What follows belongs to an exercise in optimizing a design on an open flow for small area, a short achievable clock period and few clock cycles; a production flow would make more cautious choices.
Where RTL was checked, it was by simulation tests only, not by an equivalence proof against the original.
Only the layout flow was run in runs 3 to 5; the RTL was not checked for function there.
Power figures rest on the tool's default switching activity, not on a simulated workload.

==> design.v <==
`default_nettype none
package framing_pkg;
  localparam logic [7:0] start_byte  = 8'h7D;
  localparam logic [7:0] stop_byte   = 8'h7E;
  localparam logic [7:0] escape_byte = 8'h7F;
endpackage
`default_nettype wire
`timescale 1ns/1ps
`default_nettype none
import framing_pkg::*;
module link_framer_top (
  input  logic       aclk,
  input  logic       aresetn,
  input  logic       in_tvalid,
  output logic       in_tready,
  input  logic [7:0] in_tdata,
  input  logic       in_tlast,
  output logic       out_tvalid,
  input  logic       out_tready,
  output logic [7:0] out_tdata,
  output logic       out_tlast
);
  logic s1;
  logic s0;
  logic rsv;
  logic esc_now;
  logic out_xfer;
  assign rsv     = (in_tdata[7:2] == 6'b011111) && (in_tdata[1:0] != 2'b00);
  assign esc_now = !s1 && rsv;
  assign out_tvalid     = in_tvalid || (s1 && !s0);
  assign out_tlast      = s1 && !s0;
  assign out_tdata[7]   = s0 && in_tdata[7];
  assign out_tdata[6:2] = s0 ? in_tdata[6:2] : 5'b11111;
  assign out_tdata[1]   = s0 ? (in_tdata[1] || esc_now) : s1;
  assign out_tdata[0]   = s0 ? (in_tdata[0] || esc_now) : !s1;
  assign in_tready = out_tready && s0 && !esc_now;
  assign out_xfer  = out_tvalid && out_tready;
  always_ff @(posedge aclk or negedge aresetn) begin
    if (!aresetn) begin
      s1 <= 1'b0;
      s0 <= 1'b0;
    end else if (out_xfer) begin
      case ({s1, s0})
        2'b00: begin
          s0 <= 1'b1;
        end
        2'b01: begin
          s1 <= rsv || in_tlast;
          s0 <= rsv || !in_tlast;
        end
        2'b11: begin
          s1 <= in_tlast;
          s0 <= !in_tlast;
        end
        default: begin
          s1 <= 1'b0;
        end
      endcase
    end
  end
endmodule
`default_nettype wire
==> flow/run.sh <==
#!/bin/bash
# The standard layout (the standard.sh) with extra ORFS settings:
# BUFFER_PORTS_ARGS="-buffer_cell sky130_fd_sc_hd__buf_1" RECOVER_POWER=100
# make's full output goes to standard.log; each ORFS step keeps its own log under orfs/logs.
set -euo pipefail
bash standard.sh BUFFER_PORTS_ARGS="-buffer_cell sky130_fd_sc_hd__buf_1" RECOVER_POWER=100 finish > standard.log 2>&1
==> standard.sh <==
#!/bin/bash
# synth_recipe.tcl (not shown) runs the flow's synth.tcl, then flattens the netlist and writes it again
# the make line also repeats each setting of config.mk as NAME=value (left out here)
make -C /OpenROAD-flow-scripts/flow DESIGN_CONFIG=/design/flow/config.mk WORK_HOME=/design/flow/orfs CLKGATE_MAP_FILE= SYNTH_SCRIPT=/design/flow/synth_recipe.tcl "${@:-finish}"
==> config.mk <==
export PLATFORM = sky130hd
export DESIGN_NAME = link_framer_top
export DESIGN_NICKNAME = link_framer_top
export VERILOG_FILES = /design/flow/design.v
export SDC_FILE = /design/flow/constraint.sdc
export NUM_CORES = 4
export LEC_CHECK = 0
export CAP_MARGIN = 20
export CORE_AREA = 3 3 39 39
export CTS_BUF_LIST = sky130_fd_sc_hd__clkbuf_1
export DIE_AREA = 0 0 42 42
export SETUP_SLACK_MARGIN = 2.3
export SLEW_MARGIN = 20
==> constraint.sdc <==
create_clock -name core_clock -period 4.5 [get_ports {aclk}]
set_input_delay 0.9000 -clock core_clock [delete_from_list [all_inputs] [get_ports {aclk}]]
set_output_delay 0.9000 -clock core_clock [all_outputs]
set_load 0.01 [all_outputs]
==> report_table.html, run 1 <==
<table>
<tr><th>Metric</th><th>Value</th></tr>
<tr><th colspan="2">Synth</th></tr>
<tr><td>Number of flops mapped to enable cells by yosys</td><td>0</td></tr>
<tr><td>Total nets after synthesis</td><td>42</td></tr>
<tr><td>Avg Inst Size Synth</td><td>7.809 sq um</td></tr>
<tr><td>Summed instance area of the synthesized netlist</td><td>226.5 sq um</td></tr>
<tr><td>Share of Yosys cell area claimed by the top area cell type</td><td>0.2210</td></tr>
<tr><td>Number of instances in the synthesized netlist</td><td>29</td></tr>
<tr><td>Most numerous cell types in the synthesized netlist</td><td>5 x sky130_fd_sc_hd__nand2b_1, 4 x sky130_fd_sc_hd__a31oi_1</td></tr>
<tr><td>Post-synthesis cell type with the largest combined area</td><td>sky130_fd_sc_hd__dfrtp_1</td></tr>
<tr><td>Synth cell types</td><td>18</td></tr>
<tr><td>Asr flop ratio synth</td><td>1.000</td></tr>
<tr><td>Register bit total from synthesis</td><td>2</td></tr>
<tr><td>Part of the Yosys area used for sequential elements</td><td>0.2210</td></tr>
<tr><td>Main area contributors after synthesis</td><td>sky130_fd_sc_hd__dfrtp_1 22%, sky130_fd_sc_hd__nand2b_1 14%, sky130_fd_sc_hd__a31oi_1 11%, sky130_fd_sc_hd__o211ai_2 5.5%, sky130_fd_sc_hd__and4b_2 5.0%</td></tr>
<tr><td>Count of synthesis-stage warnings from yosys</td><td>1</td></tr>
<tr><td>Most numerous cell in the Yosys netlist</td><td>sky130_fd_sc_hd__nand2b_1</td></tr>
<tr><td>Ys flop type</td><td>sky130_fd_sc_hd__dfrtp_1</td></tr>
<tr><th colspan="2">Setup path</th></tr>
<tr><td>CP Launch Type</td><td>primary input</td></tr>
<tr><td>Critical path peak fanout</td><td>3</td></tr>
<tr><td>Required time worst endpoint</td><td>3.60 ns</td></tr>
<tr><td>Endpoint type of the worst setup path</td><td>output pin</td></tr>
<tr><td>Category of the critical setup timing path</td><td>primary input to output pin</td></tr>
<tr><td>Arrival @ worst endpoint</td><td>1.73 ns</td></tr>
<tr><th colspan="2">GRT</th></tr>
<tr><td>Overall fraction of global-route tracks in use</td><td>0.09083</td></tr>
<tr><td>Number of antenna violations at the first check in global routing</td><td>0</td></tr>
<tr><td>Number of global-route vias before repair</td><td>297</td></tr>
<tr><td>Met1 track utilization from global routing</td><td>0.09974</td></tr>
<tr><td>Met3 Usage GRT</td><td>0.03433</td></tr>
<tr><td>Grt total ovfl</td><td>0</td></tr>
<tr><td>Wire length of the first global-routing pass</td><td>1179 um</td></tr>
<tr><td>Pin count of the biggest net entering global routing</td><td>16</td></tr>
<tr><td>Met2 GRT Util</td><td>0.1265</td></tr>
<tr><td>Busiest layer in global routing</td><td>met2</td></tr>
<tr><th colspan="2">Die</th></tr>
<tr><td>X dimension of the die</td><td>42 um</td></tr>
<tr><td>Core Box Area</td><td>1156 sq um</td></tr>
<tr><td>Overall die area</td><td>1764 sq um</td></tr>
<tr><td>Standard-cell rows</td><td>12</td></tr>
<tr><td>Number of top-level pins</td><td>24</td></tr>
<tr><td>Die height</td><td>42 um</td></tr>
<tr><td>Starting utilization of the core area</td><td>0.1959</td></tr>
<tr><th colspan="2">Place</th></tr>
<tr><td>IO buf count</td><td>23</td></tr>
<tr><td>DP HPWL</td><td>566.7 um</td></tr>
<tr><td>Setup WS pre-CTS</td><td>1.881 ns</td></tr>
<tr><td>Final weighted congestion in routability-driven placement</td><td>0.6391</td></tr>
<tr><th colspan="2">STA</th></tr>
<tr><td>Final number of max-transition violations</td><td>0</td></tr>
<tr><td>Max-slew headroom</td><td>0.6796</td></tr>
<tr><td>Total negative slack</td><td>0 ns</td></tr>
<tr><td>Maximum clock rate</td><td>379.6 MHz</td></tr>
<tr><td>Setup repair after global routing missed its margin</td><td>yes</td></tr>
<tr><td>Number of hold violations in the final report</td><td>0</td></tr>
<tr><td>Setup skew after layout</td><td>0.001097 ns</td></tr>
<tr><td>Min cycle time layout</td><td>2.634 ns</td></tr>
<tr><td>Smallest setup slack after layout</td><td>1.866 ns</td></tr>
<tr><td>Worst-margin pin slew</td><td>0.4805 ns</td></tr>
<tr><td>Crit share post-route</td><td>0.5854</td></tr>
<tr><td>Count of endpoints failing setup in the final report</td><td>0</td></tr>
<tr><th colspan="2">Routing</th></tr>
<tr><td>Post-route ant nets</td><td>0</td></tr>
<tr><td>Vias</td><td>323</td></tr>
<tr><td>Detailed-router iteration count before antenna repair</td><td>4</td></tr>
<tr><td>Drt drc</td><td>0</td></tr>
<tr><td>Drt wl/cell</td><td>10.53 um</td></tr>
<tr><td>Total detailed-routing wirelength</td><td>737 um</td></tr>
<tr><td>Drt first-iter violations</td><td>4</td></tr>
<tr><td>Vias per inst</td><td>4.614</td></tr>
<tr><th colspan="2">Finish</th></tr>
<tr><td>Area used by multi-input combinational logic</td><td>175.2 sq um</td></tr>
<tr><td>Signed area change from the synthesized netlist to the final layout</td><td>75.14%</td></tr>
<tr><td>Fill cell count</td><td>132</td></tr>
<tr><td>Layout net count</td><td>71</td></tr>
<tr><td>Share of cells above drive strength 1</td><td>0.2321</td></tr>
<tr><td>Storage element area</td><td>50.05 sq um</td></tr>
<tr><td>Antenna Diode Count</td><td>0</td></tr>
<tr><th colspan="2">Run status</th></tr>
<tr><td>Status</td><td>finished clean</td></tr>
<tr><th colspan="2">Clocking</th></tr>
<tr><td>Number of hold-repair buffers added at the cts stage</td><td>0</td></tr>
<tr><td>CTS H-tree depth</td><td>1</td></tr>
<tr><td>Root buf cell</td><td>sky130_fd_sc_hd__clkbuf_1</td></tr>
<tr><td>Cts bufs inserted</td><td>3</td></tr>
<tr><td>Clk Latency, worst-skew pair</td><td>0.22 ns</td></tr>
<tr><td>CTS tree</td><td>done</td></tr>
<tr><td>Clk slew on worst S/H paths</td><td>0.04 ns</td></tr>
<tr><td>TritonCTS Sinks</td><td>2</td></tr>
<tr><td>Deepest clock path buffer count</td><td>2</td></tr>
<tr><th colspan="2">Power and ir drop</th></tr>
<tr><td>Total power density per cell area</td><td>350.8 nW/um^2</td></tr>
<tr><td>Highest ir drop seen on vdd</td><td>0.1286 mV</td></tr>
<tr><td>Post-layout power</td><td>0.1391 mW</td></tr>
<tr><td>Static leakage power</td><td>0.1583 nW</td></tr>
<tr><th colspan="2">Worst hold path</th></tr>
<tr><td>Hold crit path type</td><td>primary input to async pin</td></tr>
<tr><th colspan="2">Job</th></tr>
<tr><td>Number of max-cap violations</td><td>0</td></tr>
</table>
-- worst max-delay path, cell delays in order --
cell and delay (ns):
sky130_fd_sc_hd__buf_1 0.08, sky130_fd_sc_hd__and4b_1 0.29, sky130_fd_sc_hd__o211ai_1 0.13, sky130_fd_sc_hd__and3_2 0.23, sky130_fd_sc_hd__buf_6 0.12
-- cell families after synthesis --
| group | after synthesis | synth area share |
|---|---|---|
| DFF | 2 | 0.2210 |
| buffers and inverters | 3 | 0.06632 |
| and+or+nand+nor | 16 | 0.4642 |
| AOI/OAI and AO/OA | 8 | 0.2486 |
-- layout make-up --
type / instances / share of cell area
Multi-Input combinational cell: 24 / 0.4416
Inverter: 2 / 0.01893
Timing Repair Buffer: 25 / 0.3407
Clock buffer: 3 / 0.02839
Tap cell: 14 / 0.04416
Sequential cell: 2 / 0.1262
-- registers in the layout, summed over array words and instances, names as in the netlist --
signal  count
s0          1
s1          1
-- metrics by stage --
step                cell area [sq um]  utilization  hold WS, ns  instances
detailed placement              351.6       0.3041       0.6732         65
global route                    396.6       0.3431       0.4643         70
finish                          396.6       0.3431       0.4635         70
floorplan                       255.2            -       0.6044         29
CTS                             402.9       0.3485       0.4631         69
global placement                351.6       0.3041       0.6634         65
-- what timing repair did --
action	4_1_cts	5_1_grt
pin swaps	1	0
resized for setup	12	3
endpoints found under the setup margin	4	7
buffers inserted	1	1
-- report_power, final --
| group | switching [mW] | internal (mW) |
|---|---|---|
| Sequential | 0.0158 | 0.0238 |
| Clock | 0.0104 | 0.0108 |
| Combinational | 0.0381 | 0.0403 |
-- path summary, 6_finish.rpt --
path / to / depth (start not counted) / slack, ns / from
worst max-delay path: in_tready / 5 / 1.87 / in_tdata[7]
worst min-delay path: s0 / 1 / 0.46 / aresetn
worst max register to register: s0 / 4 / 3.30 / s1
worst min register to register: s1 / 3 / 0.67 / s1
max in group asynchronous: s1 / 1 / 3.90 / aresetn
min in group core_clock: s1 / 3 / 0.67 / s1
-- layer usage --
metal / vias up / part of all wire
li1: 162 / -
met1: 137 / 0.42
met2: 20 / 0.41
met3: 4 / 0.14
met4: 0 / 0.030
met5: - / 0
-- cell usage in the layout (no fill, tap or decap), drive strengths merged --
cell and count:
buf 22, clkbuf 6, nand2b 5, a31oi 4, inv 2, nor2 2
and3 2, nand3 2, dfrtp 2, and2 1, and4b 1, and3b 1
o211ai 1, or2 1, a21oi 1, and2b 1, o21ai 1, o221ai 1
Testbench counts, summed over its fixed seeds: cycles 80,218.
==> inputs of run 2 (changes only) <==
--- a/config.mk
+++ b/config.mk
@@ -6,8 +6,8 @@
 export NUM_CORES = 4
 export LEC_CHECK = 0
 export CAP_MARGIN = 20
-export CORE_AREA = 3 3 39 39
+export CORE_AREA = 3 3 61 61
 export CTS_BUF_LIST = sky130_fd_sc_hd__clkbuf_1
-export DIE_AREA = 0 0 42 42
-export SETUP_SLACK_MARGIN = 2.3
+export DIE_AREA = 0 0 64 64
+export SETUP_SLACK_MARGIN = 2.0
 export SLEW_MARGIN = 20
==> report_table.html, run 2 <==
<table>
<tr><th>Metric</th><th>Value</th></tr>
<tr><th colspan="2">Run status</th></tr>
<tr><td>Status</td><td>finished clean</td></tr>
<tr><th colspan="2">Power and ir drop</th></tr>
<tr><td>Total power density per cell area</td><td>329.9 nW/um^2 (-5.9%)</td></tr>
<tr><td>Static leakage power</td><td>0.1261 nW (-20%)</td></tr>
<tr><td>Highest ir drop seen on vdd</td><td>0.1235 mV (-4.0%)</td></tr>
<tr><th colspan="2">Clocking</th></tr>
<tr><td>CTS H-tree depth</td><td>1 (unchanged)</td></tr>
<tr><td>Post-CTS Setup Bufs</td><td>0 (-1)</td></tr>
<tr><td>Clk Latency, worst-skew pair</td><td>0.20 ns (-0.02 ns)</td></tr>
<tr><td>Cts bufs inserted</td><td>3 (unchanged)</td></tr>
<tr><td>CTS tree</td><td>done</td></tr>
<tr><td>Root buf cell</td><td>sky130_fd_sc_hd__clkbuf_1</td></tr>
<tr><td>TritonCTS Sinks</td><td>2 (unchanged)</td></tr>
<tr><td>Clk slew on worst S/H paths</td><td>0.05 ns (about the same)</td></tr>
<tr><td>Deepest clock path buffer count</td><td>2 (unchanged)</td></tr>
<tr><th colspan="2">Routing</th></tr>
<tr><td>Detailed-router iteration count before antenna repair</td><td>4 (unchanged)</td></tr>
<tr><td>Vias per inst</td><td>3.173 (-31%)</td></tr>
<tr><td>Drt wl/cell</td><td>8.429 um (-20%)</td></tr>
<tr><td>Drt first-iter violations</td><td>20 (+16)</td></tr>
<tr><td>Drt drc</td><td>0 (unchanged)</td></tr>
<tr><td>Total detailed-routing wirelength</td><td>826 um (+12%)</td></tr>
<tr><td>Vias</td><td>311 (-3.7%)</td></tr>
<tr><td>Post-route ant nets</td><td>0 (unchanged)</td></tr>
<tr><th colspan="2">Synth</th></tr>
<tr><td>Avg Inst Size Synth</td><td>7.809 sq um (unchanged)</td></tr>
<tr><td>Most numerous cell types in the synthesized netlist</td><td>5 x sky130_fd_sc_hd__nand2b_1, 4 x sky130_fd_sc_hd__a31oi_1</td></tr>
<tr><td>Number of instances in the synthesized netlist</td><td>29 (unchanged)</td></tr>
<tr><td>Part of the Yosys area used for sequential elements</td><td>0.2210 (unchanged)</td></tr>
<tr><td>Total nets after synthesis</td><td>42 (unchanged)</td></tr>
<tr><td>Most numerous cell in the Yosys netlist</td><td>sky130_fd_sc_hd__nand2b_1</td></tr>
<tr><td>Number of flops mapped to enable cells by yosys</td><td>0 (unchanged)</td></tr>
<tr><td>Share of Yosys cell area claimed by the top area cell type</td><td>0.2210 (unchanged)</td></tr>
<tr><td>Synth cell types</td><td>18 (unchanged)</td></tr>
<tr><td>Summed instance area of the synthesized netlist</td><td>226.5 sq um (unchanged)</td></tr>
<tr><td>Asr flop ratio synth</td><td>1.000 (unchanged)</td></tr>
<tr><td>Ys flop type</td><td>sky130_fd_sc_hd__dfrtp_1</td></tr>
<tr><td>Main area contributors after synthesis</td><td>sky130_fd_sc_hd__dfrtp_1 22%, sky130_fd_sc_hd__nand2b_1 14%, sky130_fd_sc_hd__a31oi_1 11%, sky130_fd_sc_hd__o211ai_2 5.5%, sky130_fd_sc_hd__and4b_2 5.0%</td></tr>
<tr><td>Count of synthesis-stage warnings from yosys</td><td>1 (unchanged)</td></tr>
<tr><td>Post-synthesis cell type with the largest combined area</td><td>sky130_fd_sc_hd__dfrtp_1</td></tr>
<tr><td>Register bit total from synthesis</td><td>2 (unchanged)</td></tr>
<tr><th colspan="2">Setup path</th></tr>
<tr><td>Critical R2R Launch</td><td>s1</td></tr>
<tr><td>Ordered list of cells on the worst path</td><td>buf_1 &gt; and4b_1 &gt; o211ai_1 &gt; and3_1 &gt; buf_1</td></tr>
<tr><td>CP dominant cell by count</td><td>sky130_fd_sc_hd__buf_1</td></tr>
<tr><td>Critical path peak fanout</td><td>3 (unchanged)</td></tr>
<tr><td>Register-to-register path setup slack</td><td>3.36 ns (+0.06 ns)</td></tr>
<tr><td>Worst reg-to-reg path cell count</td><td>3 (-1)</td></tr>
<tr><td>Critical-path top delay cell</td><td>sky130_fd_sc_hd__and4b_1</td></tr>
<tr><td>FF-to-FF End</td><td>s1</td></tr>
<tr><td>CP Launch Type</td><td>primary input</td></tr>
<tr><td>Category of the critical setup timing path</td><td>primary input to output pin</td></tr>
<tr><td>Required time worst endpoint</td><td>3.60 ns (about the same)</td></tr>
<tr><td>Maximum single-stage delay on the critical path</td><td>0.31 ns (+0.02 ns)</td></tr>
<tr><td>Arrival @ worst endpoint</td><td>1.81 ns (+0.08 ns)</td></tr>
<tr><td>Endpoint type of the worst setup path</td><td>output pin</td></tr>
<tr><th colspan="2">STA</th></tr>
<tr><td>Count of endpoints failing setup in the final report</td><td>0 (unchanged)</td></tr>
<tr><td>Setup skew after layout</td><td>0.003342 ns (+0.002245 ns)</td></tr>
<tr><td>Setup repair after global routing missed its margin</td><td>yes</td></tr>
<tr><td>Worst-margin pin slew</td><td>0.4182 ns (-0.06239 ns)</td></tr>
<tr><td>Crit share post-route</td><td>0.6030 (+0.01769)</td></tr>
<tr><td>Final number of max-transition violations</td><td>0 (unchanged)</td></tr>
<tr><td>Number of hold violations in the final report</td><td>0 (unchanged)</td></tr>
<tr><td>Min cycle time layout</td><td>2.714 ns (+0.07962 ns)</td></tr>
<tr><td>Total negative slack</td><td>0 ns (unchanged)</td></tr>
<tr><td>Fin Hold WS</td><td>0.4676 ns (+0.004051 ns)</td></tr>
<tr><td>Max-slew headroom</td><td>0.7212 (+0.04159)</td></tr>
<tr><td>Maximum clock rate</td><td>368.5 MHz (-2.9%)</td></tr>
<tr><th colspan="2">Finish</th></tr>
<tr><td>Layout net count</td><td>69 (-2.8%)</td></tr>
<tr><td>Post-route cell area</td><td>370.4 sq um (-6.6%)</td></tr>
<tr><td>Largest registers in the final layout</td><td>s0 x1, s1 x1</td></tr>
<tr><td>Most common library cell in the layout ignoring fill and taps</td><td>sky130_fd_sc_hd__buf_1</td></tr>
<tr><td>Signed area change from the synthesized netlist to the final layout</td><td>63.54%</td></tr>
<tr><td>Antenna Diode Count</td><td>0 (unchanged)</td></tr>
<tr><td>Final core utilization</td><td>0.1184 (-0.2247)</td></tr>
<tr><td>Fill cell count</td><td>370 (+180%)</td></tr>
<tr><td>Non-filler instance count after layout</td><td>98 (+40%)</td></tr>
<tr><td>Share of cells above drive strength 1</td><td>0.09259 (-0.1396)</td></tr>
<tr><td>Commonest cells after routing, fill and taps aside</td><td>21 x sky130_fd_sc_hd__buf_1, 5 x sky130_fd_sc_hd__nand2b_1, 5 x sky130_fd_sc_hd__clkbuf_1, 4 x sky130_fd_sc_hd__a31oi_1</td></tr>
<tr><th colspan="2">GRT</th></tr>
<tr><td>Overall fraction of global-route tracks in use</td><td>0.03985 (-0.05098)</td></tr>
<tr><td>Number of global-route vias before repair</td><td>266 (-10%)</td></tr>
<tr><td>Number of antenna violations at the first check in global routing</td><td>0 (unchanged)</td></tr>
<tr><td>Grt total ovfl</td><td>0 (unchanged)</td></tr>
<tr><td>Wire length of the first global-routing pass</td><td>1228 um (+4.2%)</td></tr>
<tr><td>Pin count of the biggest net entering global routing</td><td>16 (unchanged)</td></tr>
<tr><th colspan="2">Die</th></tr>
<tr><td>Standard-cell rows</td><td>20 (+8)</td></tr>
<tr><td>Die height</td><td>64 um (+52%)</td></tr>
<tr><td>Number of top-level pins</td><td>24 (unchanged)</td></tr>
<tr><td>Starting utilization of the core area</td><td>0.07240 (-0.1235)</td></tr>
<tr><td>X dimension of the die</td><td>64 um (+52%)</td></tr>
<tr><td>Overall die area</td><td>4096 sq um (+130%)</td></tr>
<tr><td>Core Box Area</td><td>3128 sq um (+170%)</td></tr>
<tr><th colspan="2">Place</th></tr>
<tr><td>IO buf count</td><td>23 (unchanged)</td></tr>
<tr><td>Area after detailed placement</td><td>360.3 sq um (+2.5%)</td></tr>
<tr><td>Final weighted congestion in routability-driven placement</td><td>0.7153 (+12%)</td></tr>
<tr><td>DP HPWL</td><td>658.1 um (+16%)</td></tr>
<tr><td># placed instances</td><td>95 (+46%)</td></tr>
<tr><th colspan="2">Worst hold path</th></tr>
<tr><td>Hold crit path type</td><td>primary input to async pin</td></tr>
<tr><th colspan="2">Job</th></tr>
<tr><td>Number of max-cap violations</td><td>0 (unchanged)</td></tr>
</table>
==> run 2: cell count changes in the layout (fill, tap and decap cells not counted), sizes merged <==
cell	delta
buf	-1
clkbuf	-1
==> run 2: kinds of logic (layout without fill, tap and decap cells) <==
kind of cell           count (synthesis)  in the layout  synth area share
AOI/OAI and AO/OA                      8              8            0.2486
buffers and inverters                  3             28           0.06632
DFF                                    2              2            0.2210
and+or+nand+nor                       16             16            0.4642
==> run 2: cell type report <==
class                      count  area, sq um  share of cell area
inverter                       2        7.507             0.02027
sequential                     2        50.05              0.1351
clock buffer                   3        11.26             0.03041
timing repair buffer          23        86.33              0.2331
multi-input combinational     24        160.2              0.4324
tap                           44        55.05              0.1486
==> run 2: per-layer routing <==
metal	global-route usage	share of wire
met2	0.04258	0.32
met5	0	0
met1	0.05591	0.50
met3	0.02460	0.18
met4	0.02426	0
==> run 2: stage by stage <==
stage | power [mW] | setup WS (ns)
final | 0.1222 | 1.786
after global routing | 0.1379 | 1.711
after CTS | 0.1272 | 1.875
after detailed placement | 0.1028 | 1.862
after global placement | 0.1024 | 1.865
after floorplan | 0.07823 | 2.084
==> run 2: timing repair <==
action / 4_1_cts / 5_1_grt
hold endpoints to repair: 0 / 0
hold buffers: 0 / 0
endpoints found under the setup margin: 3 / 3
pin swaps: 6 / 3
gates resized for setup: 2 / 2
==> run 2: worst max-delay path by stage <==
stage,from,end,slack [ns],depth (start not counted)
final,in_tdata[7],in_tready,1.79,5
after global routing,in_tdata[7],in_tready,1.71,5
after CTS,in_tdata[7],in_tready,1.88,5
after detailed placement,in_tdata[7],in_tready,1.86,5
after global placement,in_tdata[7],in_tready,1.87,5
after floorplan,in_tdata[7],out_tdata[0],2.08,3
==> run 2: report_power, final <==
group | leakage (nW) | total, mW | internal, mW | switching, mW
Sequential | 0.0235 | 0.0378 | 0.0238 | 0.0140
Clock | 0.00354 | 0.0209 | 0.0109 | 0.0100
Combinational | 0.0991 | 0.0635 | 0.0267 | 0.0368
==> run 2: critical path: cells and delay by family <==
| kind | cells | cell delay, ns |
|---|---|---|
| AO/OA/AOI/OAI | 1 | 0.18 |
| AND/OR/NAND/NOR | 2 | 0.53 |
| buffers and inverters | 2 | 0.20 |
==> inputs of run 3 (changes only) <==
==> design.v (replaced) <==
`default_nettype none
package framing_pkg;
  localparam logic [7:0] start_byte  = 8'h7D;
  localparam logic [7:0] stop_byte   = 8'h7E;
  localparam logic [7:0] escape_byte = 8'h7F;
endpackage
`default_nettype wire
`timescale 1ns/1ps
`default_nettype none
import framing_pkg::*;
module link_framer_top (
  input  logic       aclk,
  input  logic       aresetn,
  input  logic       in_tvalid,
  output logic       in_tready,
  input  logic [7:0] in_tdata,
  input  logic       in_tlast,
  output logic       out_tvalid,
  input  logic       out_tready,
  output logic [7:0] out_tdata,
  output logic       out_tlast
);
  logic body;
  logic b;
  logic fresh;
  logic at_stop;
  logic at_start;
  logic esc_now;
  assign fresh    = body && b;
  assign at_stop  = !body && b;
  assign at_start = !body && !b;
  assign esc_now = fresh && (in_tdata[7:2] == 6'b011111) && (in_tdata[1:0] != 2'b00);
  assign out_tvalid     = in_tvalid || at_stop;
  assign out_tlast      = at_stop;
  assign out_tdata[7]   = body && in_tdata[7];
  assign out_tdata[6:2] = in_tdata[6:2] | {5{!body}};
  assign out_tdata[1]   = body ? (in_tdata[1] || esc_now) : at_stop;
  assign out_tdata[0]   = body ? (in_tdata[0] || esc_now) : at_start;
  assign in_tready = out_tready && body && !esc_now;
  always_ff @(posedge aclk or negedge aresetn) begin
    if (!aresetn) begin
      body <= 1'b0;
      b    <= 1'b0;
    end else if (body) begin
      body <= !(in_tvalid && in_tlast && in_tready);
      b    <= b ? (!in_tvalid || !out_tready || in_tready) : (in_tvalid && out_tready);
    end else if (b) begin
      b <= !out_tready;
    end else begin
      body <= in_tvalid && out_tready;
      b    <= in_tvalid && out_tready;
    end
  end
endmodule
`default_nettype wire
==> run.sh (new file) <==
#!/bin/bash
# synth_recipe.tcl (not shown) runs the flow's synth.tcl, then flattens the netlist and writes it again
# the make line also repeats each setting of config.mk as NAME=value (left out here)
make -C /OpenROAD-flow-scripts/flow DESIGN_CONFIG=/design/flow/config.mk WORK_HOME=/design/flow/orfs CLKGATE_MAP_FILE= SYNTH_SCRIPT=/design/flow/synth_recipe.tcl finish
--- a/config.mk
+++ b/config.mk
@@ -9,5 +9,4 @@
 export CORE_AREA = 3 3 61 61
 export CTS_BUF_LIST = sky130_fd_sc_hd__clkbuf_1
 export DIE_AREA = 0 0 64 64
-export SETUP_SLACK_MARGIN = 2.0
 export SLEW_MARGIN = 20
removed: flow/run.sh
removed: standard.sh
==> report_table.html, run 3 <==
<table>
<tr><th>Metric</th><th>Value</th></tr>
<tr><th colspan="2">Power and ir drop</th></tr>
<tr><td>Post-layout power</td><td>0.1609 mW (+32%)</td></tr>
<tr><td>Highest ir drop seen on vdd</td><td>0.07611 mV (-38%)</td></tr>
<tr><td>Total power density per cell area</td><td>326.4 nW/um^2 (-1.1%)</td></tr>
<tr><td>Static leakage power</td><td>0.1844 nW (+46%)</td></tr>
<tr><th colspan="2">Clocking</th></tr>
<tr><td>Deepest clock path buffer count</td><td>2 (unchanged)</td></tr>
<tr><td>Root buf cell</td><td>sky130_fd_sc_hd__clkbuf_1</td></tr>
<tr><td>CTS H-tree depth</td><td>1 (unchanged)</td></tr>
<tr><td>CTS tree</td><td>done</td></tr>
<tr><td>Post-CTS Setup Bufs</td><td>0 (unchanged)</td></tr>
<tr><td>Clk slew on worst S/H paths</td><td>0.04 ns (about the same)</td></tr>
<tr><td>Clk Latency, worst-skew pair</td><td>0.21 ns (about the same)</td></tr>
<tr><td>TritonCTS Sinks</td><td>2 (unchanged)</td></tr>
<tr><td>Cts bufs inserted</td><td>3 (unchanged)</td></tr>
<tr><td>Cells resized by post-CTS repair</td><td>0 (-2)</td></tr>
<tr><td>Number of hold-repair buffers added at the cts stage</td><td>0 (unchanged)</td></tr>
<tr><th colspan="2">Worst hold path</th></tr>
<tr><td>Beginning of the worst hold path</td><td>b</td></tr>
<tr><td>Hold crit path type</td><td>flip-flop to flip-flop</td></tr>
<tr><td>End point of the worst hold path</td><td>b</td></tr>
<tr><td>Cell depth of the worst min-delay path</td><td>1</td></tr>
<tr><th colspan="2">STA</th></tr>
<tr><td>Count of endpoints failing setup in the final report</td><td>0 (unchanged)</td></tr>
<tr><td>Setup skew after layout</td><td>0.004626 ns (+0.001284 ns)</td></tr>
<tr><td>Maximum clock rate</td><td>280.5 MHz (-24%)</td></tr>
<tr><td>Crit share post-route</td><td>0.7923 (+0.1892)</td></tr>
<tr><td>Min cycle time layout</td><td>3.565 ns (+0.8514 ns)</td></tr>
<tr><td>Number of hold violations in the final report</td><td>0 (unchanged)</td></tr>
<tr><td>Total negative slack</td><td>0 ns (unchanged)</td></tr>
<tr><td>Max-slew headroom</td><td>0.7900 (+0.06881)</td></tr>
<tr><td>Final number of max-transition violations</td><td>0 (unchanged)</td></tr>
<tr><td>Setup repair after global routing missed its margin</td><td>no</td></tr>
<tr><td>Worst-margin pin slew</td><td>0.3149 ns (-0.1032 ns)</td></tr>
<tr><td>Fin Hold WS</td><td>0.5662 ns (+0.09866 ns)</td></tr>
<tr><th colspan="2">Finish</th></tr>
<tr><td>Share of cells above drive strength 1</td><td>0.01923 (-0.07336)</td></tr>
<tr><td>Most common library cell in the layout ignoring fill and taps</td><td>sky130_fd_sc_hd__clkdlybuf4s50_1</td></tr>
<tr><td>Layout net count</td><td>67 (-2.9%)</td></tr>
<tr><td>Antenna Diode Count</td><td>0 (unchanged)</td></tr>
<tr><td>Final core utilization</td><td>0.1576 (+0.03920)</td></tr>
<tr><td>Commonest cells after routing, fill and taps aside</td><td>23 x sky130_fd_sc_hd__clkdlybuf4s50_1, 7 x sky130_fd_sc_hd__nand2b_1, 3 x sky130_fd_sc_hd__inv_1, 3 x sky130_fd_sc_hd__clkbuf_1</td></tr>
<tr><td>Largest registers in the final layout</td><td>b x1, body x1</td></tr>
<tr><td>Signed area change from the synthesized netlist to the final layout</td><td>146.3%</td></tr>
<tr><th colspan="2">Setup path</th></tr>
<tr><td>Worst reg-to-reg path cell count</td><td>4 (+1)</td></tr>
<tr><td>Endpoint type of the worst setup path</td><td>output pin</td></tr>
<tr><td>Arrival @ worst endpoint</td><td>2.67 ns (+0.86 ns)</td></tr>
<tr><td>Category of the critical setup timing path</td><td>primary input to output pin</td></tr>
<tr><td>Register-to-register path setup slack</td><td>3.26 ns (-0.10 ns)</td></tr>
<tr><td>Critical R2R Launch</td><td>body</td></tr>
<tr><td>CP Launch Type</td><td>primary input</td></tr>
<tr><td>Required time worst endpoint</td><td>3.60 ns (about the same)</td></tr>
<tr><td>FF-to-FF End</td><td>b</td></tr>
<tr><td>Worst Setup SP</td><td>in_tdata[6]</td></tr>
<tr><td>Critical path peak fanout</td><td>5 (+2)</td></tr>
<tr><th colspan="2">Routing</th></tr>
<tr><td>Drt first-iter violations</td><td>37 (+85%)</td></tr>
<tr><td>Vias</td><td>307 (-1.3%)</td></tr>
<tr><td>Drt wl/cell</td><td>8.667 um (+2.8%)</td></tr>
<tr><td>Detailed-router iteration count before antenna repair</td><td>4 (unchanged)</td></tr>
<tr><td>Vias per inst</td><td>3.198 (+0.77%)</td></tr>
<tr><td>Post-route ant nets</td><td>0 (unchanged)</td></tr>
<tr><td>Drt drc</td><td>0 (unchanged)</td></tr>
<tr><td>Total detailed-routing wirelength</td><td>832 um (+0.73%)</td></tr>
<tr><th colspan="2">Die</th></tr>
<tr><td>X dimension of the die</td><td>64 um (unchanged)</td></tr>
<tr><td>Die height</td><td>64 um (unchanged)</td></tr>
<tr><td>Core Box Area</td><td>3128 sq um (unchanged)</td></tr>
<tr><td>Starting utilization of the core area</td><td>0.06400 (-0.008400)</td></tr>
<tr><td>Overall die area</td><td>4096 sq um (unchanged)</td></tr>
<tr><td>Number of top-level pins</td><td>24 (unchanged)</td></tr>
<tr><td>Standard-cell rows</td><td>20 (unchanged)</td></tr>
<tr><th colspan="2">Synth</th></tr>
<tr><td>Summed instance area of the synthesized netlist</td><td>200.2 sq um (-12%)</td></tr>
<tr><td>Part of the Yosys area used for sequential elements</td><td>0.2500 (+0.02901)</td></tr>
<tr><td>Number of flops mapped to enable cells by yosys</td><td>0 (unchanged)</td></tr>
<tr><td>Share of Yosys cell area claimed by the top area cell type</td><td>0.2500 (+0.02901)</td></tr>
<tr><td>Fraction of synthesized cell area in xor and xnor cells</td><td>0 (unchanged)</td></tr>
<tr><td>Total nets after synthesis</td><td>40 (-4.8%)</td></tr>
<tr><td>Most numerous cell in the Yosys netlist</td><td>sky130_fd_sc_hd__nand2b_1</td></tr>
<tr><td>Most numerous cell types in the synthesized netlist</td><td>7 x sky130_fd_sc_hd__nand2b_1, 3 x sky130_fd_sc_hd__inv_1, 2 x sky130_fd_sc_hd__and2_1, 2 x sky130_fd_sc_hd__dfrtp_1</td></tr>
<tr><td>Count of synthesis-stage warnings from yosys</td><td>1 (unchanged)</td></tr>
<tr><td>Post-synthesis cell type with the largest combined area</td><td>sky130_fd_sc_hd__dfrtp_1</td></tr>
<tr><td>Asr flop ratio synth</td><td>1.000 (unchanged)</td></tr>
<tr><td>Post-synthesis mux area share</td><td>0 (unchanged)</td></tr>
<tr><td>Main combinational cell family by area after synthesis</td><td>simple AND/OR/NAND/NOR gates</td></tr>
<tr><td>Compound-cell area share of the yosys netlist</td><td>0.1750 (-0.07362)</td></tr>
<tr><td>Number of instances in the synthesized netlist</td><td>27 (-6.9%)</td></tr>
<tr><td>Simple logic cell fraction of the synthesized area</td><td>0.5000 (+0.03591)</td></tr>
<tr><td>Main area contributors after synthesis</td><td>sky130_fd_sc_hd__dfrtp_1 25%, sky130_fd_sc_hd__nand2b_1 22%, sky130_fd_sc_hd__and2_1 6.3%, sky130_fd_sc_hd__inv_1 5.6%, sky130_fd_sc_hd__or3_4 5.6%</td></tr>
<tr><td>Adder and majority gate portion of the synthesized area</td><td>0 (unchanged)</td></tr>
<tr><td>Avg Inst Size Synth</td><td>7.415 sq um (-5.1%)</td></tr>
<tr><td>Ys flop type</td><td>sky130_fd_sc_hd__dfrtp_1</td></tr>
<tr><td>Register bit total from synthesis</td><td>2 (unchanged)</td></tr>
<tr><td>Synth cell types</td><td>17 (-1)</td></tr>
<tr><th colspan="2">GRT</th></tr>
<tr><td>Pin count of the biggest net entering global routing</td><td>13 (-3)</td></tr>
<tr><td>Wire length of the first global-routing pass</td><td>1352 um (+10%)</td></tr>
<tr><td>Overall fraction of global-route tracks in use</td><td>0.04642 (+0.006564)</td></tr>
<tr><td>Number of global-route vias before repair</td><td>276 (+3.8%)</td></tr>
<tr><td>Grt total ovfl</td><td>0 (unchanged)</td></tr>
<tr><td>Number of antenna violations at the first check in global routing</td><td>0 (unchanged)</td></tr>
<tr><th colspan="2">Place</th></tr>
<tr><td>IO buf count</td><td>23 (unchanged)</td></tr>
<tr><td>DP HPWL</td><td>705.7 um (+7.2%)</td></tr>
<tr><td>Final weighted congestion in routability-driven placement</td><td>0.7011 (-2.0%)</td></tr>
<tr><th colspan="2">Run status</th></tr>
<tr><td>Status</td><td>finished clean</td></tr>
<tr><th colspan="2">Job</th></tr>
<tr><td>Number of max-cap violations</td><td>0 (unchanged)</td></tr>
</table>
run 3: worst max path at each step:
| stage | end | slack (ns) | cells after the start |
|---|---|---|---|
| 6_report | out_tdata[0] | 0.93 | 5 |
| 3_5_place_dp | out_tdata[0] | 0.93 | 5 |
| 4_1_cts | out_tdata[0] | 0.92 | 5 |
| 3_3_place_gp | out_tdata[0] | 0.97 | 5 |
| 2_1_floorplan | out_tdata[0] | 1.95 | 3 |
| 5_1_grt | out_tdata[0] | 0.85 | 5 |
run 3: power breakdown:
part / internal, mW / switching (mW) / total [mW]
Combinational: 0.0650 / 0.0389 / 0.104
Sequential: 0.0239 / 0.0124 / 0.0363
Clock: 0.0109 / 0.00988 / 0.0207
run 3: metal layers:
layer	up-vias	track usage	wire length (um)
met5	-	0	0
met1	131	0.04531	361
met2	30	0.05935	288
met4	0	0.02426	8
met3	2	0.05097	173
li1	144	-	-
run 3: cell type report:
type,instances,area [sq um]
multi-input combinational,21,135.1
clock buffer,3,11.26
timing repair buffer,23,230.2
fill,364,2635
tap,44,55.05
sequential,2,50.05
inverter,3,11.26
run 3: critical path: stages:
cell	delay, ns
sky130_fd_sc_hd__clkdlybuf4s50_1	0.49
sky130_fd_sc_hd__nand4_1	0.10
sky130_fd_sc_hd__or3_4	0.42
sky130_fd_sc_hd__a31oi_1	0.20
sky130_fd_sc_hd__clkdlybuf4s50_1	0.56
run 3: cell families (layout without fill, tap and decap cells):
family | count (synthesis) | after routing
buf+inv | 4 | 29
simple gates | 16 | 16
flops | 2 | 2
compound gates | 5 | 5
run 3: through the flow:
stage	setup slack [ns]	cells	area, sq um
after floorplan	1.951	27	200.2
after global placement	0.9715	93	481.7
after detailed placement	0.9254	93	481.7
after CTS	0.9165	96	493.0
after global routing	0.8527	96	493.0
final	0.9349	96	493.0
==> inputs of run 4 (changes only) <==
--- a/config.mk
+++ b/config.mk
@@ -9,4 +9,5 @@
 export CORE_AREA = 3 3 61 61
 export CTS_BUF_LIST = sky130_fd_sc_hd__clkbuf_1
 export DIE_AREA = 0 0 64 64
+export SETUP_SLACK_MARGIN = 2.0
 export SLEW_MARGIN = 20
==> report_table.html, run 4 <==
<table>
<tr><th>Metric</th><th>Value</th></tr>
<tr><th colspan="2">Run status</th></tr>
<tr><td>Status</td><td>finished clean</td></tr>
<tr><th colspan="2">Synth</th></tr>
<tr><td>Number of flops mapped to enable cells by yosys</td><td>0 (unchanged)</td></tr>
<tr><td>Summed instance area of the synthesized netlist</td><td>200.2 sq um (unchanged)</td></tr>
<tr><td>Main area contributors after synthesis</td><td>sky130_fd_sc_hd__dfrtp_1 25%, sky130_fd_sc_hd__nand2b_1 22%, sky130_fd_sc_hd__and2_1 6.3%, sky130_fd_sc_hd__inv_1 5.6%, sky130_fd_sc_hd__or3_4 5.6%</td></tr>
<tr><td>Total nets after synthesis</td><td>40 (unchanged)</td></tr>
<tr><td>Share of Yosys cell area claimed by the top area cell type</td><td>0.2500 (unchanged)</td></tr>
<tr><td>Post-synthesis cell type with the largest combined area</td><td>sky130_fd_sc_hd__dfrtp_1</td></tr>
<tr><td>Count of synthesis-stage warnings from yosys</td><td>1 (unchanged)</td></tr>
<tr><td>Asr flop ratio synth</td><td>1.000 (unchanged)</td></tr>
<tr><td>Most numerous cell in the Yosys netlist</td><td>sky130_fd_sc_hd__nand2b_1</td></tr>
<tr><td>Number of instances in the synthesized netlist</td><td>27 (unchanged)</td></tr>
<tr><td>Register bit total from synthesis</td><td>2 (unchanged)</td></tr>
<tr><td>Avg Inst Size Synth</td><td>7.415 sq um (unchanged)</td></tr>
<tr><td>Synth cell types</td><td>17 (unchanged)</td></tr>
<tr><td>Part of the Yosys area used for sequential elements</td><td>0.2500 (unchanged)</td></tr>
<tr><td>Ys flop type</td><td>sky130_fd_sc_hd__dfrtp_1</td></tr>
<tr><td>Most numerous cell types in the synthesized netlist</td><td>7 x sky130_fd_sc_hd__nand2b_1, 3 x sky130_fd_sc_hd__inv_1, 2 x sky130_fd_sc_hd__and2_1, 2 x sky130_fd_sc_hd__dfrtp_1</td></tr>
<tr><th colspan="2">Finish</th></tr>
<tr><td>Signed area change from the synthesized netlist to the final layout</td><td>145.6%</td></tr>
<tr><td>Post-route cell area</td><td>491.7 sq um (-0.25%)</td></tr>
<tr><td>Largest registers in the final layout</td><td>b x1, body x1</td></tr>
<tr><td>Final core utilization</td><td>0.1572 (-0.0004000)</td></tr>
<tr><td>Layout net count</td><td>69 (+3.0%)</td></tr>
<tr><td>Antenna Diode Count</td><td>0 (unchanged)</td></tr>
<tr><td>Commonest cells after routing, fill and taps aside</td><td>7 x sky130_fd_sc_hd__nand2b_1, 7 x sky130_fd_sc_hd__dlygate4sd2_1, 5 x sky130_fd_sc_hd__buf_2, 5 x sky130_fd_sc_hd__buf_6, 4 x sky130_fd_sc_hd__clkdlybuf4s50_1</td></tr>
<tr><td>Share of cells above drive strength 1</td><td>0.3519 (+0.3326)</td></tr>
<tr><th colspan="2">Place</th></tr>
<tr><td>Area after detailed placement</td><td>501.7 sq um (+4.2%)</td></tr>
<tr><td>DP HPWL</td><td>667 um (-5.5%)</td></tr>
<tr><td>IO buf count</td><td>23 (unchanged)</td></tr>
<tr><td>Final weighted congestion in routability-driven placement</td><td>0.6804 (-3.0%)</td></tr>
<tr><td>Setup WS pre-CTS</td><td>0.9462 ns (+0.02082 ns)</td></tr>
<tr><th colspan="2">Clocking</th></tr>
<tr><td>CTS tree</td><td>done</td></tr>
<tr><td>Deepest clock path buffer count</td><td>2 (unchanged)</td></tr>
<tr><td>Cts bufs inserted</td><td>3 (unchanged)</td></tr>
<tr><td>Root buf cell</td><td>sky130_fd_sc_hd__clkbuf_1</td></tr>
<tr><td>Clk slew on worst S/H paths</td><td>0.05 ns (about the same)</td></tr>
<tr><td>CTS H-tree depth</td><td>1 (unchanged)</td></tr>
<tr><td>TritonCTS Sinks</td><td>2 (unchanged)</td></tr>
<tr><td>Number of hold-repair buffers added at the cts stage</td><td>0 (unchanged)</td></tr>
<tr><td>Clk Latency, worst-skew pair</td><td>0.20 ns (about the same)</td></tr>
<tr><th colspan="2">Power and ir drop</th></tr>
<tr><td>Total power density per cell area</td><td>333.4 nW/um^2 (+2.2%)</td></tr>
<tr><td>Static leakage power</td><td>0.2072 nW (+12%)</td></tr>
<tr><td>Highest ir drop seen on vdd</td><td>0.05988 mV (-21%)</td></tr>
<tr><th colspan="2">Worst hold path</th></tr>
<tr><td>Hold crit path type</td><td>flip-flop to flip-flop</td></tr>
<tr><td>Beginning of the worst hold path</td><td>b</td></tr>
<tr><th colspan="2">Routing</th></tr>
<tr><td>Drt first-iter violations</td><td>16 (-57%)</td></tr>
<tr><td>Detailed-router iteration count before antenna repair</td><td>3 (-1)</td></tr>
<tr><td>Total detailed-routing wirelength</td><td>846 um (+1.7%)</td></tr>
<tr><td>Post-route ant nets</td><td>0 (unchanged)</td></tr>
<tr><td>Drt drc</td><td>0 (unchanged)</td></tr>
<tr><td>Vias per inst</td><td>3.071 (-4.0%)</td></tr>
<tr><td>Drt wl/cell</td><td>8.633 um (-0.39%)</td></tr>
<tr><td>Vias</td><td>301 (-2.0%)</td></tr>
<tr><th colspan="2">STA</th></tr>
<tr><td>Smallest setup slack after layout</td><td>1.794 ns (+0.8590 ns)</td></tr>
<tr><td>Final number of max-transition violations</td><td>0 (unchanged)</td></tr>
<tr><td>Number of hold violations in the final report</td><td>0 (unchanged)</td></tr>
<tr><td>Count of endpoints failing setup in the final report</td><td>0 (unchanged)</td></tr>
<tr><td>Setup skew after layout</td><td>0.0007310 ns (-0.003895 ns)</td></tr>
<tr><td>Max-slew headroom</td><td>0.8920 (+0.1020)</td></tr>
<tr><td>Maximum clock rate</td><td>369.5 MHz (+32%)</td></tr>
<tr><td>Total negative slack</td><td>0 ns (unchanged)</td></tr>
<tr><td>Min cycle time layout</td><td>2.706 ns (-0.8590 ns)</td></tr>
<tr><td>Crit share post-route</td><td>0.6014 (-0.1909)</td></tr>
<tr><td>Setup repair after global routing missed its margin</td><td>yes</td></tr>
<tr><td>Worst-margin pin slew</td><td>0.1598 ns (-0.1551 ns)</td></tr>
<tr><th colspan="2">Setup path</th></tr>
<tr><td>Critical path capture point</td><td>in_tready</td></tr>
<tr><td>Category of the critical setup timing path</td><td>primary input to output pin</td></tr>
<tr><td>Worst reg-to-reg path cell count</td><td>4 (unchanged)</td></tr>
<tr><td>Register-to-register path setup slack</td><td>3.14 ns (-0.12 ns)</td></tr>
<tr><td>Critical path peak fanout</td><td>4 (-1)</td></tr>
<tr><td>Required time worst endpoint</td><td>3.60 ns (about the same)</td></tr>
<tr><td>FF-to-FF End</td><td>b</td></tr>
<tr><td>Worst Setup SP</td><td>in_tdata[4]</td></tr>
<tr><td>Critical R2R Launch</td><td>b</td></tr>
<tr><td>Endpoint type of the worst setup path</td><td>output pin</td></tr>
<tr><td>Arrival @ worst endpoint</td><td>1.81 ns (-0.86 ns)</td></tr>
<tr><td>CP Launch Type</td><td>primary input</td></tr>
<tr><th colspan="2">GRT</th></tr>
<tr><td>Number of antenna violations at the first check in global routing</td><td>0 (unchanged)</td></tr>
<tr><td>Wire length of the first global-routing pass</td><td>1324 um (-2.1%)</td></tr>
<tr><td>Number of global-route vias before repair</td><td>262 (-5.1%)</td></tr>
<tr><td>Pin count of the biggest net entering global routing</td><td>12 (-1)</td></tr>
<tr><td>Grt total ovfl</td><td>0 (unchanged)</td></tr>
<tr><td>Overall fraction of global-route tracks in use</td><td>0.04424 (-0.002177)</td></tr>
<tr><th colspan="2">Die</th></tr>
<tr><td>Overall die area</td><td>4096 sq um (unchanged)</td></tr>
<tr><td>Standard-cell rows</td><td>20 (unchanged)</td></tr>
<tr><td>Core Box Area</td><td>3128 sq um (unchanged)</td></tr>
<tr><td>X dimension of the die</td><td>64 um (unchanged)</td></tr>
<tr><td>Starting utilization of the core area</td><td>0.06400 (unchanged)</td></tr>
<tr><td>Number of top-level pins</td><td>24 (unchanged)</td></tr>
<tr><td>Die height</td><td>64 um (unchanged)</td></tr>
<tr><th colspan="2">Job</th></tr>
<tr><td>Number of max-cap violations</td><td>0 (unchanged)</td></tr>
</table>
-- run 4: cell counts after synthesis --
Identical to the previous run, type by type.
-- run 4: worst max-delay path, cell delays in order --
cell and delay, ns:
sky130_fd_sc_hd__buf_2 0.09, sky130_fd_sc_hd__nand4_1 0.09, sky130_fd_sc_hd__or3_4 0.43, sky130_fd_sc_hd__and3_4 0.18, sky130_fd_sc_hd__buf_6 0.11
-- run 4: area by class of cell --
cell class              count  area (sq um)
clock buffers               3         11.26
fillers                   361          2636
flip-flops and latches      2         51.30
repair buffers             25         207.7
well taps                  44         55.05
multi-input cells          21         155.1
inverters                   3         11.26
-- run 4: worst min-delay path by stage --
stage          slack [ns]  cells after the start  endpoint
2_1_floorplan        0.51                      1         b
3_3_place_gp         0.56                      1         b
3_5_place_dp         0.57                      1         b
4_1_cts              0.58                      1         b
5_1_grt              0.61                      1         b
6_report             0.58                      1         b
-- run 4: cell families (layout without fill, tap and decap cells) --
kind of cell           count (synthesis)  after routing  synth area share
and+or+nand+nor                       16             16            0.5000
AOI/OAI and AO/OA                      5              5            0.1750
buffers and inverters                  4             31           0.07498
DFF                                    2              2            0.2500
-- run 4: what timing repair did --
action                                  CTS  global route
pin swaps                                 4             2
buffers inserted                          2             0
endpoints found under the setup margin   11             3
resized for setup                        50             8
-- run 4: per-layer routing --
layer  global-route usage  part of all wire
met3              0.04745              0.22
met4              0.02426                 0
met2              0.04516              0.33
met5                    0                 0
met1              0.05274              0.45
-- run 4: metrics by stage --
step                power [mW]  std cells  hold slack, ns
floorplan              0.08446         27          0.5101
global placement        0.1494         93          0.5595
detailed placement      0.1506         93          0.5701
CTS                     0.1631         98          0.5824
global route            0.1789         98          0.6119
finish                  0.1640         98          0.5811
-- run 4: power breakdown --
| part | switching [mW] | total [mW] | internal (mW) |
|---|---|---|---|
| Combinational | 0.0542 | 0.114 | 0.0595 |
| Clock | 0.0104 | 0.0213 | 0.0109 |
| Sequential | 0.00446 | 0.0290 | 0.0245 |
| Total | 0.0691 | 0.164 | 0.0949 |
==> inputs of run 5 (changes only) <==
==> flow/run.sh (new file) <==
#!/bin/bash
# The standard layout (the standard.sh) with extra ORFS settings:
# BUFFER_PORTS_ARGS="-buffer_cell sky130_fd_sc_hd__buf_1"
# make's full output goes to standard.log; each ORFS step keeps its own log under orfs/logs.
set -euo pipefail
bash standard.sh BUFFER_PORTS_ARGS="-buffer_cell sky130_fd_sc_hd__buf_1" finish > standard.log 2>&1
==> standard.sh (new file) <==
#!/bin/bash
# synth_recipe.tcl (not shown) runs the flow's synth.tcl, then flattens the netlist and writes it again
# the make line also repeats each setting of config.mk as NAME=value (left out here)
make -C /OpenROAD-flow-scripts/flow DESIGN_CONFIG=/design/flow/config.mk WORK_HOME=/design/flow/orfs CLKGATE_MAP_FILE= SYNTH_SCRIPT=/design/flow/synth_recipe.tcl "${@:-finish}"
--- a/config.mk
+++ b/config.mk
@@ -9,5 +9,4 @@
 export CORE_AREA = 3 3 61 61
 export CTS_BUF_LIST = sky130_fd_sc_hd__clkbuf_1
 export DIE_AREA = 0 0 64 64
-export SETUP_SLACK_MARGIN = 2.0
 export SLEW_MARGIN = 20
removed: run.sh
==> report_table.html, run 5 <==
<table>
<tr><th>Metric</th><th>Value</th></tr>
<tr><th colspan="2">Run status</th></tr>
<tr><td>Status</td><td>finished clean</td></tr>
<tr><th colspan="2">Routing</th></tr>
<tr><td>Vias per inst</td><td>3.010 (-2.0%)</td></tr>
<tr><td>Vias</td><td>289 (-4.0%)</td></tr>
<tr><td>Detailed-router iteration count before antenna repair</td><td>4 (+1)</td></tr>
<tr><td>Drt drc</td><td>0 (unchanged)</td></tr>
<tr><td>Total detailed-routing wirelength</td><td>709 um (-16%)</td></tr>
<tr><td>Post-route ant nets</td><td>0 (unchanged)</td></tr>
<tr><td>Drt wl/cell</td><td>7.385 um (-14%)</td></tr>
<tr><td>Drt first-iter violations</td><td>18 (+2)</td></tr>
<tr><th colspan="2">GRT</th></tr>
<tr><td>Pin count of the biggest net entering global routing</td><td>13 (+1)</td></tr>
<tr><td>Number of global-route vias before repair</td><td>269 (+2.7%)</td></tr>
<tr><td>Number of antenna violations at the first check in global routing</td><td>0 (unchanged)</td></tr>
<tr><td>Overall fraction of global-route tracks in use</td><td>0.03985 (-0.004388)</td></tr>
<tr><td>Wire length of the first global-routing pass</td><td>1138 um (-14%)</td></tr>
<tr><td>Grt total ovfl</td><td>0 (unchanged)</td></tr>
<tr><th colspan="2">Finish</th></tr>
<tr><td>Non-filler instance count after layout</td><td>96 (-2.0%)</td></tr>
<tr><td>Commonest cells after routing, fill and taps aside</td><td>23 x sky130_fd_sc_hd__buf_1, 7 x sky130_fd_sc_hd__nand2b_1, 3 x sky130_fd_sc_hd__inv_1, 3 x sky130_fd_sc_hd__clkbuf_1</td></tr>
<tr><td>Largest registers in the final layout</td><td>b x1, body x1</td></tr>
<tr><td>Signed area change from the synthesized netlist to the final layout</td><td>74.38%</td></tr>
<tr><td>Most common library cell in the layout ignoring fill and taps</td><td>sky130_fd_sc_hd__buf_1</td></tr>
<tr><td>Share of cells above drive strength 1</td><td>0.01923 (-0.3326)</td></tr>
<tr><td>Layout net count</td><td>67 (-2.9%)</td></tr>
<tr><td>Post-route cell area</td><td>349.1 sq um (-29%)</td></tr>
<tr><td>Fill cell count</td><td>380 (+5.3%)</td></tr>
<tr><td>Antenna Diode Count</td><td>0 (unchanged)</td></tr>
<tr><th colspan="2">Synth</th></tr>
<tr><td>Summed instance area of the synthesized netlist</td><td>200.2 sq um (unchanged)</td></tr>
<tr><td>Total nets after synthesis</td><td>40 (unchanged)</td></tr>
<tr><td>Synth cell types</td><td>17 (unchanged)</td></tr>
<tr><td>Ys flop type</td><td>sky130_fd_sc_hd__dfrtp_1</td></tr>
<tr><td>Main area contributors after synthesis</td><td>sky130_fd_sc_hd__dfrtp_1 25%, sky130_fd_sc_hd__nand2b_1 22%, sky130_fd_sc_hd__and2_1 6.3%, sky130_fd_sc_hd__inv_1 5.6%, sky130_fd_sc_hd__or3_4 5.6%</td></tr>
<tr><td>Avg Inst Size Synth</td><td>7.415 sq um (unchanged)</td></tr>
<tr><td>Part of the Yosys area used for sequential elements</td><td>0.2500 (unchanged)</td></tr>
<tr><td>Count of synthesis-stage warnings from yosys</td><td>1 (unchanged)</td></tr>
<tr><td>Most numerous cell in the Yosys netlist</td><td>sky130_fd_sc_hd__nand2b_1</td></tr>
<tr><td>Most numerous cell types in the synthesized netlist</td><td>7 x sky130_fd_sc_hd__nand2b_1, 3 x sky130_fd_sc_hd__inv_1, 2 x sky130_fd_sc_hd__and2_1, 2 x sky130_fd_sc_hd__dfrtp_1</td></tr>
<tr><td>Number of flops mapped to enable cells by yosys</td><td>0 (unchanged)</td></tr>
<tr><td>Asr flop ratio synth</td><td>1.000 (unchanged)</td></tr>
<tr><td>Register bit total from synthesis</td><td>2 (unchanged)</td></tr>
<tr><td>Post-synthesis cell type with the largest combined area</td><td>sky130_fd_sc_hd__dfrtp_1</td></tr>
<tr><td>Share of Yosys cell area claimed by the top area cell type</td><td>0.2500 (unchanged)</td></tr>
<tr><td>Number of instances in the synthesized netlist</td><td>27 (unchanged)</td></tr>
<tr><th colspan="2">Die</th></tr>
<tr><td>Starting utilization of the core area</td><td>0.06400 (unchanged)</td></tr>
<tr><td>X dimension of the die</td><td>64 um (unchanged)</td></tr>
<tr><td>Number of top-level pins</td><td>24 (unchanged)</td></tr>
<tr><td>Standard-cell rows</td><td>20 (unchanged)</td></tr>
<tr><td>Overall die area</td><td>4096 sq um (unchanged)</td></tr>
<tr><td>Die height</td><td>64 um (unchanged)</td></tr>
<tr><td>Core Box Area</td><td>3128 sq um (unchanged)</td></tr>
<tr><th colspan="2">Setup path</th></tr>
<tr><td>Critical path peak fanout</td><td>5 (+1)</td></tr>
<tr><td>Critical R2R Launch</td><td>body</td></tr>
<tr><td>Arrival @ worst endpoint</td><td>1.85 ns (+0.04 ns)</td></tr>
<tr><td>Category of the critical setup timing path</td><td>primary input to output pin</td></tr>
<tr><td>Endpoint type of the worst setup path</td><td>output pin</td></tr>
<tr><td>Register-to-register path setup slack</td><td>3.25 ns (+0.11 ns)</td></tr>
<tr><td>CP Launch Type</td><td>primary input</td></tr>
<tr><td>FF-to-FF End</td><td>b</td></tr>
<tr><td>Worst reg-to-reg path cell count</td><td>4 (unchanged)</td></tr>
<tr><td>Required time worst endpoint</td><td>3.60 ns (about the same)</td></tr>
<tr><th colspan="2">Clocking</th></tr>
<tr><td>CTS tree</td><td>done</td></tr>
<tr><td>Clk slew on worst S/H paths</td><td>0.05 ns (about the same)</td></tr>
<tr><td>Post-CTS Setup Bufs</td><td>0 (-2)</td></tr>
<tr><td>Deepest clock path buffer count</td><td>2 (unchanged)</td></tr>
<tr><td>Number of hold-repair buffers added at the cts stage</td><td>0 (unchanged)</td></tr>
<tr><td>CTS H-tree depth</td><td>1 (unchanged)</td></tr>
<tr><td>Cells resized by post-CTS repair</td><td>0 (-100%)</td></tr>
<tr><td>Cts bufs inserted</td><td>3 (unchanged)</td></tr>
<tr><td>Clk Latency, worst-skew pair</td><td>0.20 ns (about the same)</td></tr>
<tr><td>TritonCTS Sinks</td><td>2 (unchanged)</td></tr>
<tr><td>Root buf cell</td><td>sky130_fd_sc_hd__clkbuf_1</td></tr>
<tr><th colspan="2">STA</th></tr>
<tr><td>Count of endpoints failing setup in the final report</td><td>0 (unchanged)</td></tr>
<tr><td>Min cycle time layout</td><td>2.751 ns (+0.04475 ns)</td></tr>
<tr><td>Number of hold violations in the final report</td><td>0 (unchanged)</td></tr>
<tr><td>Setup repair after global routing missed its margin</td><td>no</td></tr>
<tr><td>Maximum clock rate</td><td>363.5 MHz (-1.6%)</td></tr>
<tr><td>Total negative slack</td><td>0 ns (unchanged)</td></tr>
<tr><td>Final number of max-transition violations</td><td>0 (unchanged)</td></tr>
<tr><td>Max-slew headroom</td><td>0.7828 (-0.1092)</td></tr>
<tr><td>Setup skew after layout</td><td>0.003180 ns (+0.002449 ns)</td></tr>
<tr><td>Fin Hold WS</td><td>0.4754 ns (-0.1057 ns)</td></tr>
<tr><td>Worst-margin pin slew</td><td>0.3257 ns (+0.1659 ns)</td></tr>
<tr><td>Crit share post-route</td><td>0.6113 (+0.009944)</td></tr>
<tr><th colspan="2">Power and ir drop</th></tr>
<tr><td>Total power density per cell area</td><td>349.3 nW/um^2 (+4.8%)</td></tr>
<tr><td>Post-layout power</td><td>0.1219 mW (-26%)</td></tr>
<tr><td>Highest ir drop seen on vdd</td><td>0.03980 mV (-34%)</td></tr>
<tr><td>Static leakage power</td><td>0.1212 nW (-41%)</td></tr>
<tr><th colspan="2">Worst hold path</th></tr>
<tr><td>Hold crit path type</td><td>primary input to async pin</td></tr>
<tr><th colspan="2">Job</th></tr>
<tr><td>Number of max-cap violations</td><td>0 (unchanged)</td></tr>
<tr><th colspan="2">Place</th></tr>
<tr><td>Area after detailed placement</td><td>337.8 sq um (-33%)</td></tr>
<tr><td>DP HPWL</td><td>588.8 um (-12%)</td></tr>
<tr><td>IO buf count</td><td>23 (unchanged)</td></tr>
<tr><td># placed instances</td><td>93 (unchanged)</td></tr>
<tr><td>Final weighted congestion in routability-driven placement</td><td>0.6509 (-4.3%)</td></tr>
</table>
## run 5: changes by cell type in the layout (fill, tap and decap cells not counted), sizes merged
cell / before / now
clkdlybuf4s50: 4 / 0
buf: 12 / 23
clkbuf: 5 / 3
dlygate4sd2: 7 / 0
## run 5: final cells by class
| type | count | area, sq um | share of cell area |
|---|---|---|---|
| multi-input combinational | 21 | 135.1 | 0.3871 |
| timing repair buffer | 23 | 86.33 | 0.2473 |
| tap | 44 | 55.05 | 0.1577 |
| sequential | 2 | 50.05 | 0.1434 |
| clock buffer | 3 | 11.26 | 0.03226 |
| inverter | 3 | 11.26 | 0.03226 |
## run 5: routing by layer
layer  global-route usage  vias up  routed length [um]
met5                    0        -                   0
met1              0.03692      118                 289
met2              0.04387       26                 224
met4              0.03235        0                   0
li1                     -      145                   -
met3              0.04921        0                 195
## run 5: kinds of logic (layout without fill, tap and decap cells)
group / after synthesis / after routing / share of synthesized area
compound gates: 5 / 5 / 0.1750
flops: 2 / 2 / 0.2500
simple gates: 16 / 16 / 0.5000
buf+inv: 4 / 29 / 0.07498
## run 5: worst max-delay path by stage
| stage | cells past startpoint | slack (ns) | startpoint | to |
|---|---|---|---|---|
| 3_5_place_dp | 5 | 1.75 | in_tdata[3] | out_tdata[0] |
| 2_1_floorplan | 3 | 1.95 | in_tdata[6] | out_tdata[0] |
| 4_1_cts | 5 | 1.75 | in_tdata[3] | out_tdata[0] |
| 5_1_grt | 5 | 1.69 | in_tdata[6] | out_tdata[0] |
| 6_report | 5 | 1.75 | in_tdata[3] | out_tdata[0] |
| 3_3_place_gp | 5 | 1.75 | in_tdata[6] | out_tdata[0] |
## run 5: power breakdown
part	internal [mW]	switching, mW
Combinational	0.0271	0.0380
Sequential	0.0238	0.0126
Clock	0.0109	0.00957
Total	0.0618	0.0601
## run 5: stage by stage
step,util,setup WS (ns)
after floorplan,-,1.951
after global placement,0.1080,1.754
after detailed placement,0.1080,1.755
after CTS,0.1116,1.749
after global routing,0.1116,1.686
final,0.1116,1.749
## run 5: critical path, cell delays in order
cell and delay (ns):
sky130_fd_sc_hd__buf_1 0.10, sky130_fd_sc_hd__nand4_1 0.09, sky130_fd_sc_hd__or3_4 0.42, sky130_fd_sc_hd__a31oi_1 0.17, sky130_fd_sc_hd__buf_1 0.17

## re-timing with driven ports
Ports are ideal in the flow. The routed layouts listed here were re-timed in OpenROAD.
Step 1: set_driving_cell puts a clkbuf_16 on aclk and a buf_2 on each other input, an assumption about the parent block.
Step 2 adds t to the input delays and takes it off the output delays; t is the mean of the earliest and latest rising clock arrival at the registers after step 1. Input paths then give back, and output paths get back, about the clock's delay inside the block.
Three values: no drivers, after step 1, after step 2; two values: the first two.
run | t (ns) | setup slack, ns | slew at the worst register clock pin (ns) | worst data-port slew with drivers (ns)
run 1 | 0.234 | 1.866 / 1.844 / 1.844 | 0.04 / 0.04 | 0.05
run 2 | 0.218 | 1.786 / 1.763 / 1.763 | 0.05 / 0.05 | 0.03
run 3 | 0.224 | 0.935 / 0.901 / 0.901 | 0.05 / 0.05 | 0.04
run 4 | 0.220 | 1.794 / 1.762 / 1.762 | 0.05 / 0.05 | 0.04
run 5 | 0.214 | 1.749 / 1.724 / 1.724 | 0.05 / 0.05 | 0.05
After both steps setup and hold are still met in every run listed. The setup slack of run 3, which loses most, moves by -0.034 ns with the drivers and by -0.034 ns with both steps.
